Background: an optimization exercise with open tools, aiming at a short achievable clock period and few clock cycles per item. Do not read the settings as production practice.
In this exercise RTL edits were held to simulation tests only and were not proved equivalent to the original.
Power and IR drop assume default switching activity.

==> inputs of v37 <==
==> flow/design.v <==
package sacl_pkg;
	localparam int DEF_SETS         = 64;
	localparam int DEF_WAYS         = 4;
	localparam int DEF_ADDRESS_BITS = 32;
	localparam int SET_W = 6;
	localparam int TAG_W = 26;
	localparam int AGE_W = 6;
	localparam logic [15:0] LFSR_SEED = 16'hACE1;
	localparam int PADDR_W = 3;
	localparam logic POLICY_LRU    = 1'b0;
	localparam logic POLICY_RANDOM = 1'b1;
	localparam int CREDITS = 8;
endpackage
module sacl_addr_split (
	input  logic [31:0]                 addr,
	output logic [sacl_pkg::SET_W-1:0]  set_idx,
	output logic [sacl_pkg::TAG_W-1:0]  tag
);
	assign set_idx = addr[sacl_pkg::SET_W-1:0];
	assign tag     = addr[31:sacl_pkg::SET_W];
endmodule
module sacl_set_store #(
	parameter int SETS  = 64,
	parameter int WAYS  = 4,
	parameter int AGE_W = 6,
	parameter int TAG_W = 26,
	parameter int SET_W = 6
) (
	input  logic                    clk,
	input  logic                    arst_n,
	input  logic [SET_W-1:0]        rd_addr,
	input  logic [SETS-1:0]         wr_sel,     
	input  logic [WAYS-1:0]         wr_valid,
	input  logic [AGE_W-1:0]        wr_age,
	input  logic [WAYS-1:0]         wr_tag_en,
	input  logic [TAG_W-1:0]        wr_tag,
	output logic [WAYS-1:0]         rd_valid,
	output logic [AGE_W-1:0]        rd_age,
	output logic [WAYS*TAG_W-1:0]   rd_tags
);
	logic [SETS-1:0][WAYS-1:0]       v_arr;
	logic [SETS-1:0][AGE_W-1:0]      a_arr;
	logic [SETS-1:0][WAYS*TAG_W-1:0] t_arr;
	for (genvar s = 0; s < SETS; s++) begin : g_set
		always_ff @(posedge clk or negedge arst_n) begin
			if (!arst_n) begin
				v_arr[s] <= '0;
				a_arr[s] <= '1;
			end else if (wr_sel[s]) begin
				v_arr[s] <= wr_valid;
				a_arr[s] <= wr_age;
			end
		end
		for (genvar w = 0; w < WAYS; w++) begin : g_way
			always_ff @(posedge clk) begin
				if (wr_sel[s] && wr_tag_en[w]) begin
					t_arr[s][w*TAG_W +: TAG_W] <= wr_tag;
				end
			end
		end
	end
	assign rd_valid = v_arr[rd_addr];
	assign rd_age   = a_arr[rd_addr];
	assign rd_tags  = t_arr[rd_addr];
endmodule
module sacl_way_select (
	input  logic [3:0]       valid,
	input  logic [5:0]       age,
	input  logic [3:0]       eq,
	input  logic [4*26-1:0]  tags,
	input  logic             policy,
	input  logic [1:0]       rnd,
	output logic             hit,
	output logic             displaced,
	output logic [1:0]       way,
	output logic [25:0]      dtag,
	output logic [3:0]       new_valid,
	output logic [5:0]       new_age,
	output logic [3:0]       tag_we
);
	logic y01, y02, y03, y12, y13, y23;
	assign {y23, y13, y12, y03, y02, y01} = age;
	logic [3:0] hv, hit_oh, inv, inv_oh, old_oh, rnd_oh, f;
	logic       any_inv;
	assign hv     = valid & eq;
	assign hit    = |hv;
	assign hit_oh = {hv[3] & ~hv[2] & ~hv[1] & ~hv[0], hv[2] & ~hv[1] & ~hv[0], hv[1] & ~hv[0], hv[0]};
	assign inv     = ~valid;
	assign any_inv = |inv;
	assign inv_oh  = {inv[3] & ~inv[2] & ~inv[1] & ~inv[0], inv[2] & ~inv[1] & ~inv[0], inv[1] & ~inv[0], inv[0]};
	assign old_oh[0] = ~y01 & ~y02 & ~y03;
	assign old_oh[1] =  y01 & ~y12 & ~y13;
	assign old_oh[2] =  y02 &  y12 & ~y23;
	assign old_oh[3] =  y03 &  y13 &  y23;
	assign rnd_oh = 4'b0001 << rnd;
	always_comb begin
		if (hit) begin
			f = hit_oh;
		end else if (any_inv) begin
			f = inv_oh;
		end else if (policy == sacl_pkg::POLICY_RANDOM) begin
			f = rnd_oh;
		end else begin
			f = old_oh;
		end
	end
	assign displaced = ~hit & ~any_inv;
	assign way       = {f[3] | f[2], f[3] | f[1]};
	assign new_valid = valid | f;
	assign tag_we    = hit ? 4'b0000 : f;
	assign new_age = {f[2] | (~f[3] & y23),
	                  f[1] | (~f[3] & y13),
	                  f[1] | (~f[2] & y12),
	                  f[0] | (~f[3] & y03),
	                  f[0] | (~f[2] & y02),
	                  f[0] | (~f[1] & y01)};
	always_comb begin
		dtag = '0;
		for (int w = 0; w < 4; w++) begin
			if (f[w] && displaced) begin
				dtag = dtag | tags[w*26 +: 26];
			end
		end
	end
endmodule
module set_assoc_cache_tag_lookup #(
	parameter int SETS         = sacl_pkg::DEF_SETS,
	parameter int WAYS         = sacl_pkg::DEF_WAYS,
	parameter int ADDRESS_BITS = sacl_pkg::DEF_ADDRESS_BITS
) (
	input  logic                          clk,
	input  logic                          arst_n,
	input  logic                          s_tvalid,
	output logic                          s_tready,
	input  logic [31:0]                   s_tdata,    
	output logic                          m_tvalid,
	input  logic                          m_tready,
	output logic [31:0]                   m_tdata,    
	input  logic                          psel,
	input  logic                          penable,
	input  logic                          pwrite,
	input  logic [sacl_pkg::PADDR_W-1:0]  paddr,
	input  logic [31:0]                   pwdata,
	output logic [31:0]                   prdata,
	output logic                          pready
);
	localparam int SET_W = sacl_pkg::SET_W;
	localparam int TAG_W = sacl_pkg::TAG_W;
	localparam int AGE_W = sacl_pkg::AGE_W;
	localparam int RES_W = 30;
	localparam int QD    = 8;
	logic policy_q;
	assign pready = 1'b1;
	assign prdata = {31'b0, policy_q & ~paddr[2]};
	always_ff @(posedge clk or negedge arst_n) begin
		if (!arst_n) begin
			policy_q <= sacl_pkg::POLICY_LRU;
		end else if (psel && penable && pwrite && !paddr[2]) begin
			policy_q <= pwdata[0];
		end
	end
	logic       rdy_q;
	logic [3:0] cnt_q;
	logic [3:0] cnt_nx;
	logic       accept;
	logic       m_tvalid_q;
	logic       pop;
	assign accept   = s_tvalid && rdy_q;
	assign pop      = m_tvalid_q && m_tready;
	assign cnt_nx   = cnt_q + {3'b0, accept} - {3'b0, pop};
	assign s_tready = rdy_q;
	always_ff @(posedge clk or negedge arst_n) begin
		if (!arst_n) begin
			cnt_q <= '0;
			rdy_q <= 1'b1;
		end else begin
			cnt_q <= cnt_nx;
			rdy_q <= (cnt_nx < 4'(sacl_pkg::CREDITS));
		end
	end
	logic              va_q;
	logic [31:0]       addr_q;
	logic [SET_W-1:0]  set_a;
	logic [TAG_W-1:0]  tag_a;
	always_ff @(posedge clk or negedge arst_n) begin
		if (!arst_n) begin
			va_q <= 1'b0;
		end else begin
			va_q <= accept;
		end
	end
	always_ff @(posedge clk) begin
		addr_q <= s_tdata;
	end
	sacl_addr_split u_split (
		.addr    (addr_q),
		.set_idx (set_a),
		.tag     (tag_a)
	);
	logic              vu_q;
	logic [SET_W-1:0]  set_u;
	logic [SETS-1:0]   sel_u;
	logic [3:0]        valid_u;
	logic [AGE_W-1:0]  age_u;
	logic [3:0]        twe_u;
	logic [TAG_W-1:0]  tag_u;
	logic [3:0]        rd_valid;
	logic [AGE_W-1:0]  rd_age;
	logic [4*TAG_W-1:0] rd_tags;
	sacl_set_store #(
		.SETS  (SETS),
		.WAYS  (4),
		.AGE_W (AGE_W),
		.TAG_W (TAG_W),
		.SET_W (SET_W)
	) u_store (
		.clk       (clk),
		.arst_n    (arst_n),
		.rd_addr   (set_a),
		.wr_sel    (sel_u),
		.wr_valid  (valid_u),
		.wr_age    (age_u),
		.wr_tag_en (twe_u),
		.wr_tag    (tag_u),
		.rd_valid  (rd_valid),
		.rd_age    (rd_age),
		.rd_tags   (rd_tags)
	);
	logic              vb_q;
	logic [SET_W-1:0]  set_b;
	logic [TAG_W-1:0]  tag_b;
	logic [3:0]        valid_b;
	logic [AGE_W-1:0]  age_b;
	logic [4*TAG_W-1:0] tags_b;
	logic [3:0]        eq_b;
	logic              eqp_b;
	logic              samep_b;
	logic              fwd_a;
	logic [3:0]        valid_a;
	logic [AGE_W-1:0]  age_a;
	logic [4*TAG_W-1:0] tags_a;
	logic [3:0]        eq_a;
	logic              equ_a;
	assign fwd_a   = vu_q && (set_u == set_a);
	assign equ_a   = (tag_u == tag_a);
	assign valid_a = fwd_a ? valid_u : rd_valid;
	assign age_a   = fwd_a ? age_u : rd_age;
	for (genvar w = 0; w < 4; w++) begin : g_patch_a
		assign tags_a[w*TAG_W +: TAG_W] = (fwd_a && twe_u[w]) ? tag_u : rd_tags[w*TAG_W +: TAG_W];
		assign eq_a[w] = (fwd_a && twe_u[w]) ? equ_a : (rd_tags[w*TAG_W +: TAG_W] == tag_a);
	end
	always_ff @(posedge clk or negedge arst_n) begin
		if (!arst_n) begin
			vb_q <= 1'b0;
		end else begin
			vb_q <= va_q;
		end
	end
	always_ff @(posedge clk) begin
		set_b   <= set_a;
		tag_b   <= tag_a;
		valid_b <= valid_a;
		age_b   <= age_a;
		tags_b  <= tags_a;
		eq_b    <= eq_a;
		eqp_b   <= (tag_a == tag_b);
		samep_b <= vb_q && (set_a == set_b);
	end
	logic [3:0]        valid_x;
	logic [AGE_W-1:0]  age_x;
	logic [4*TAG_W-1:0] tags_x;
	logic [3:0]        eq_x;
	assign valid_x = samep_b ? valid_u : valid_b;
	assign age_x   = samep_b ? age_u : age_b;
	for (genvar w = 0; w < 4; w++) begin : g_patch_b
		assign tags_x[w*TAG_W +: TAG_W] = (samep_b && twe_u[w]) ? tag_u : tags_b[w*TAG_W +: TAG_W];
		assign eq_x[w] = (samep_b && twe_u[w]) ? eqp_b : eq_b[w];
	end
	logic [15:0] lfsr_q;
	logic [15:0] lfsr_nx;
	logic        hit;
	logic        displaced;
	logic [1:0]  way;
	logic [25:0] dtag;
	logic [3:0]  new_valid;
	logic [AGE_W-1:0] new_age;
	logic [3:0]  tag_we;
	assign lfsr_nx = {lfsr_q[0] ^ lfsr_q[2] ^ lfsr_q[3] ^ lfsr_q[5], lfsr_q[15:1]};
	sacl_way_select u_select (
		.valid     (valid_x),
		.age       (age_x),
		.eq        (eq_x),
		.tags      (tags_x),
		.policy    (policy_q),
		.rnd       (lfsr_nx[1:0]),
		.hit       (hit),
		.displaced (displaced),
		.way       (way),
		.dtag      (dtag),
		.new_valid (new_valid),
		.new_age   (new_age),
		.tag_we    (tag_we)
	);
	always_ff @(posedge clk or negedge arst_n) begin
		if (!arst_n) begin
			lfsr_q <= sacl_pkg::LFSR_SEED;
			vu_q   <= 1'b0;
			sel_u  <= '0;
		end else begin
			if (vb_q && displaced && policy_q == sacl_pkg::POLICY_RANDOM) begin
				lfsr_q <= lfsr_nx;
			end
			vu_q  <= vb_q;
			sel_u <= vb_q ? (SETS'(1) << set_b) : '0;
		end
	end
	always_ff @(posedge clk) begin
		set_u   <= set_b;
		valid_u <= new_valid;
		age_u   <= new_age;
		twe_u   <= tag_we;
		tag_u   <= tag_b;
	end
	logic             vr_q;
	logic [RES_W-1:0] res_q;
	always_ff @(posedge clk or negedge arst_n) begin
		if (!arst_n) begin
			vr_q <= 1'b0;
		end else begin
			vr_q <= vb_q;
		end
	end
	always_ff @(posedge clk) begin
		res_q <= {dtag, displaced, way, hit};
	end
	logic [QD-1:0][RES_W-1:0] q_mem;
	logic [2:0]               q_wp;
	logic [2:0]               q_rp;
	logic [3:0]               q_cnt;
	logic [RES_W-1:0]         m_tdata_q;
	logic                     load;
	logic                     q_empty;
	logic                     q_pop;
	logic                     q_push;
	assign load    = !m_tvalid_q || m_tready;
	assign q_empty = (q_cnt == 4'd0);
	assign q_pop   = load && !q_empty;
	assign q_push  = vr_q && !(load && q_empty);
	always_ff @(posedge clk or negedge arst_n) begin
		if (!arst_n) begin
			m_tvalid_q <= 1'b0;
			q_wp       <= '0;
			q_rp       <= '0;
			q_cnt      <= '0;
		end else begin
			if (load) begin
				m_tvalid_q <= !q_empty || vr_q;
			end
			if (q_push) begin
				q_wp <= q_wp + 3'd1;
			end
			if (q_pop) begin
				q_rp <= q_rp + 3'd1;
			end
			q_cnt <= q_cnt + {3'b0, q_push} - {3'b0, q_pop};
		end
	end
	always_ff @(posedge clk) begin
		if (load) begin
			m_tdata_q <= q_empty ? res_q : q_mem[q_rp];
		end
		if (q_push) begin
			q_mem[q_wp] <= res_q;
		end
	end
	assign m_tvalid = m_tvalid_q;
	assign m_tdata  = {2'b00, m_tdata_q};
endmodule
==> flow/run.sh <==
#!/bin/bash
# synth_recipe.tcl (not shown) runs the flow's synth.tcl, then flattens the netlist and writes it again
# the make line also repeats each setting of config.mk as NAME=value (left out here)
make -C /OpenROAD-flow-scripts/flow DESIGN_CONFIG=/design/flow/config.mk WORK_HOME=/design/flow/orfs CLKGATE_MAP_FILE= SYNTH_SCRIPT=/design/flow/synth_recipe.tcl finish
==> flow/config.mk <==
export PLATFORM = sky130hd
export DESIGN_NAME = set_assoc_cache_tag_lookup
export DESIGN_NICKNAME = set_assoc_cache_tag_lookup
export VERILOG_FILES = /design/flow/design.v
export SDC_FILE = /design/flow/constraint.sdc
export NUM_CORES = 4
export LEC_CHECK = 0
export CAP_MARGIN = 20
export CORE_MARGIN = 2
export CORE_UTILIZATION = 45
export SLEW_MARGIN = 20
export SYNTH_MEMORY_MAX_BITS = 16384
==> flow/constraint.sdc <==
create_clock -name core_clock -period 8.0 [get_ports {clk}]
set_input_delay 1.6000 -clock core_clock [delete_from_list [all_inputs] [get_ports {clk}]]
set_output_delay 1.6000 -clock core_clock [all_outputs]
set_load 0.01 [all_outputs]
==> v14: changes against v37 <==
--- a/flow/design.v
+++ b/flow/design.v
@@ -30,3 +30,3 @@
 	input  logic                    arst_n,
-	input  logic [SET_W-1:0]        rd_addr,
+	input  logic [SETS-1:0]         rd_sel,     
 	input  logic [SETS-1:0]         wr_sel,     
@@ -61,5 +61,12 @@
 	end
-	assign rd_valid = v_arr[rd_addr];
-	assign rd_age   = a_arr[rd_addr];
-	assign rd_tags  = t_arr[rd_addr];
+	always_comb begin
+		rd_valid = '0;
+		rd_age   = '0;
+		rd_tags  = '0;
+		for (int s = 0; s < SETS; s++) begin
+			rd_valid = rd_valid | (v_arr[s] & {WAYS{rd_sel[s]}});
+			rd_age   = rd_age   | (a_arr[s] & {AGE_W{rd_sel[s]}});
+			rd_tags  = rd_tags  | (t_arr[s] & {(WAYS*TAG_W){rd_sel[s]}});
+		end
+	end
 endmodule
@@ -182,4 +189,12 @@
 	logic [31:0]       addr_q;
+	logic [SETS-1:0]   sel_a;
 	logic [SET_W-1:0]  set_a;
 	logic [TAG_W-1:0]  tag_a;
+	logic [SET_W-1:0]  set_in;
+	logic [TAG_W-1:0]  tag_in;
+	sacl_addr_split u_split (
+		.addr    (s_tdata),
+		.set_idx (set_in),
+		.tag     (tag_in)
+	);
 	always_ff @(posedge clk or negedge arst_n) begin
@@ -193,8 +208,6 @@
 		addr_q <= s_tdata;
+		sel_a  <= SETS'(1) << set_in;
 	end
-	sacl_addr_split u_split (
-		.addr    (addr_q),
-		.set_idx (set_a),
-		.tag     (tag_a)
-	);
+	assign set_a = addr_q[SET_W-1:0];
+	assign tag_a = addr_q[31:SET_W];
 	logic              vu_q;
@@ -218,3 +231,3 @@
 		.arst_n    (arst_n),
-		.rd_addr   (set_a),
+		.rd_sel    (sel_a),
 		.wr_sel    (sel_u),
@@ -228,11 +241,2 @@
 	);
-	logic              vb_q;
-	logic [SET_W-1:0]  set_b;
-	logic [TAG_W-1:0]  tag_b;
-	logic [3:0]        valid_b;
-	logic [AGE_W-1:0]  age_b;
-	logic [4*TAG_W-1:0] tags_b;
-	logic [3:0]        eq_b;
-	logic              eqp_b;
-	logic              samep_b;
 	logic              fwd_a;
@@ -241,6 +245,3 @@
 	logic [4*TAG_W-1:0] tags_a;
-	logic [3:0]        eq_a;
-	logic              equ_a;
 	assign fwd_a   = vu_q && (set_u == set_a);
-	assign equ_a   = (tag_u == tag_a);
 	assign valid_a = fwd_a ? valid_u : rd_valid;
@@ -249,4 +250,44 @@
 		assign tags_a[w*TAG_W +: TAG_W] = (fwd_a && twe_u[w]) ? tag_u : rd_tags[w*TAG_W +: TAG_W];
-		assign eq_a[w] = (fwd_a && twe_u[w]) ? equ_a : (rd_tags[w*TAG_W +: TAG_W] == tag_a);
 	end
+	logic              vc_q;
+	logic [SET_W-1:0]  set_c;
+	logic [TAG_W-1:0]  tag_c;
+	logic [3:0]        valid_cq;
+	logic [AGE_W-1:0]  age_cq;
+	logic [4*TAG_W-1:0] tags_cq;
+	always_ff @(posedge clk or negedge arst_n) begin
+		if (!arst_n) begin
+			vc_q <= 1'b0;
+		end else begin
+			vc_q <= va_q;
+		end
+	end
+	always_ff @(posedge clk) begin
+		set_c    <= set_a;
+		tag_c    <= tag_a;
+		valid_cq <= valid_a;
+		age_cq   <= age_a;
+		tags_cq  <= tags_a;
+	end
+	logic              fwd_c;
+	logic [3:0]        valid_c;
+	logic [AGE_W-1:0]  age_c;
+	logic [4*TAG_W-1:0] tags_c;
+	logic [3:0]        eq_c;
+	assign fwd_c   = vu_q && (set_u == set_c);
+	assign valid_c = fwd_c ? valid_u : valid_cq;
+	assign age_c   = fwd_c ? age_u : age_cq;
+	for (genvar w = 0; w < 4; w++) begin : g_patch_c
+		assign tags_c[w*TAG_W +: TAG_W] = (fwd_c && twe_u[w]) ? tag_u : tags_cq[w*TAG_W +: TAG_W];
+		assign eq_c[w] = (tags_c[w*TAG_W +: TAG_W] == tag_c);
+	end
+	logic              vb_q;
+	logic [SET_W-1:0]  set_b;
+	logic [TAG_W-1:0]  tag_b;
+	logic [3:0]        valid_b;
+	logic [AGE_W-1:0]  age_b;
+	logic [4*TAG_W-1:0] tags_b;
+	logic [3:0]        eq_b;
+	logic              eqp_b;
+	logic              samep_b;
 	always_ff @(posedge clk or negedge arst_n) begin
@@ -255,3 +296,3 @@
 		end else begin
-			vb_q <= va_q;
+			vb_q <= vc_q;
 		end
@@ -259,10 +300,10 @@
 	always_ff @(posedge clk) begin
-		set_b   <= set_a;
-		tag_b   <= tag_a;
-		valid_b <= valid_a;
-		age_b   <= age_a;
-		tags_b  <= tags_a;
-		eq_b    <= eq_a;
-		eqp_b   <= (tag_a == tag_b);
-		samep_b <= vb_q && (set_a == set_b);
+		set_b   <= set_c;
+		tag_b   <= tag_c;
+		valid_b <= valid_c;
+		age_b   <= age_c;
+		tags_b  <= tags_c;
+		eq_b    <= eq_c;
+		eqp_b   <= (tag_c == tag_b);
+		samep_b <= vb_q && (set_c == set_b);
 	end
@@ -336,14 +377,20 @@
 	logic [QD-1:0][RES_W-1:0] q_mem;
-	logic [2:0]               q_wp;
-	logic [2:0]               q_rp;
+	logic [QD-1:0]            q_wp;
+	logic [QD-1:0]            q_rp;
+	logic [QD-1:0]            q_rp_nx;
 	logic [3:0]               q_cnt;
+	logic [3:0]               q_cnt_nx;
 	logic [RES_W-1:0]         m_tdata_q;
-	logic                     load;
-	logic                     q_empty;
-	logic                     q_pop;
-	logic                     q_push;
-	assign load    = !m_tvalid_q || m_tready;
-	assign q_empty = (q_cnt == 4'd0);
-	assign q_pop   = load && !q_empty;
-	assign q_push  = vr_q && !(load && q_empty);
+	logic [RES_W-1:0]         q_head_nx;
+	assign q_rp_nx  = pop ? {q_rp[QD-2:0], q_rp[QD-1]} : q_rp;
+	assign q_cnt_nx = q_cnt + {3'b0, vr_q} - {3'b0, pop};
+	always_comb begin
+		q_head_nx = '0;
+		for (int i = 0; i < QD; i++) begin
+			q_head_nx = q_head_nx | (q_mem[i] & {RES_W{q_rp_nx[i]}});
+		end
+		if (vr_q && (q_cnt - {3'b0, pop}) == 4'd0) begin
+			q_head_nx = res_q;
+		end
+	end
 	always_ff @(posedge clk or negedge arst_n) begin
@@ -351,16 +398,12 @@
 			m_tvalid_q <= 1'b0;
-			q_wp       <= '0;
-			q_rp       <= '0;
+			q_wp       <= QD'(1);
+			q_rp       <= QD'(1);
 			q_cnt      <= '0;
 		end else begin
-			if (load) begin
-				m_tvalid_q <= !q_empty || vr_q;
+			m_tvalid_q <= (q_cnt_nx != 4'd0);
+			if (vr_q) begin
+				q_wp <= {q_wp[QD-2:0], q_wp[QD-1]};
 			end
-			if (q_push) begin
-				q_wp <= q_wp + 3'd1;
-			end
-			if (q_pop) begin
-				q_rp <= q_rp + 3'd1;
-			end
-			q_cnt <= q_cnt + {3'b0, q_push} - {3'b0, q_pop};
+			q_rp  <= q_rp_nx;
+			q_cnt <= q_cnt_nx;
 		end
@@ -368,7 +411,9 @@
 	always_ff @(posedge clk) begin
-		if (load) begin
-			m_tdata_q <= q_empty ? res_q : q_mem[q_rp];
-		end
-		if (q_push) begin
-			q_mem[q_wp] <= res_q;
+		m_tdata_q <= q_head_nx;
+	end
+	for (genvar i = 0; i < QD; i++) begin : g_q
+		always_ff @(posedge clk) begin
+			if (vr_q && q_wp[i]) begin
+				q_mem[i] <= res_q;
+			end
 		end
--- a/flow/config.mk
+++ b/flow/config.mk
@@ -7,6 +7,9 @@
 export LEC_CHECK = 0
+export ABC_CLOCK_PERIOD_IN_PS = 3500
 export CAP_MARGIN = 20
 export CORE_MARGIN = 2
-export CORE_UTILIZATION = 45
+export CORE_UTILIZATION = 48
+export SETUP_SLACK_MARGIN = 4.5
 export SLEW_MARGIN = 20
 export SYNTH_MEMORY_MAX_BITS = 16384
+export TNS_END_PERCENT = 100
==> summary of the runs <==
Between v14 and v37, the lower critical path depth is in v14 (gap 7). Against v14, the flip-flop and latch count of v37 is lower by 221. Of v14 and v37, v37 has the higher sequential power (gap about 1%, measured against v37). In v14 the global-route usage is higher than in v37, by 9.6 points.
Testbench counts of v37, summed over its fixed seeds: cycles 12,864, items 12,800.
Testbench counts of v14, summed over its fixed seeds: cycles 12,880, items 12,800.

[separate check: timing with driven ports]
The flow's constraints put no driver on any port. The routed layouts listed below were extracted and timed again, unchanged, in two steps.
Step 1: set_driving_cell puts a clkbuf_16 on clk and a buf_2 on each other input, an assumption about the parent block.
Step 2, shift: input delay + t, output delay - t, t = (earliest + latest rising clock arrival at the registers) / 2. This alone moves slack from input paths to output paths.
a / b / c = ideal ports / drivers / drivers and shift; a / b = the first two.
run | shift t [ns] | slack for setup (ns) | worst hold slack (ns)
v37 | 1.292 | 1.665 / 1.665 / 1.665 | 0.353 / 0.353 / 0.353
v14 | 1.308 | 4.319 / 4.319 / 3.765 | 0.327 / 0.327 / 0.327
After both steps setup and hold are still met in every run listed. The setup slack of v14, which loses most, moves by 0.000 ns with the drivers and by -0.554 ns with both steps.
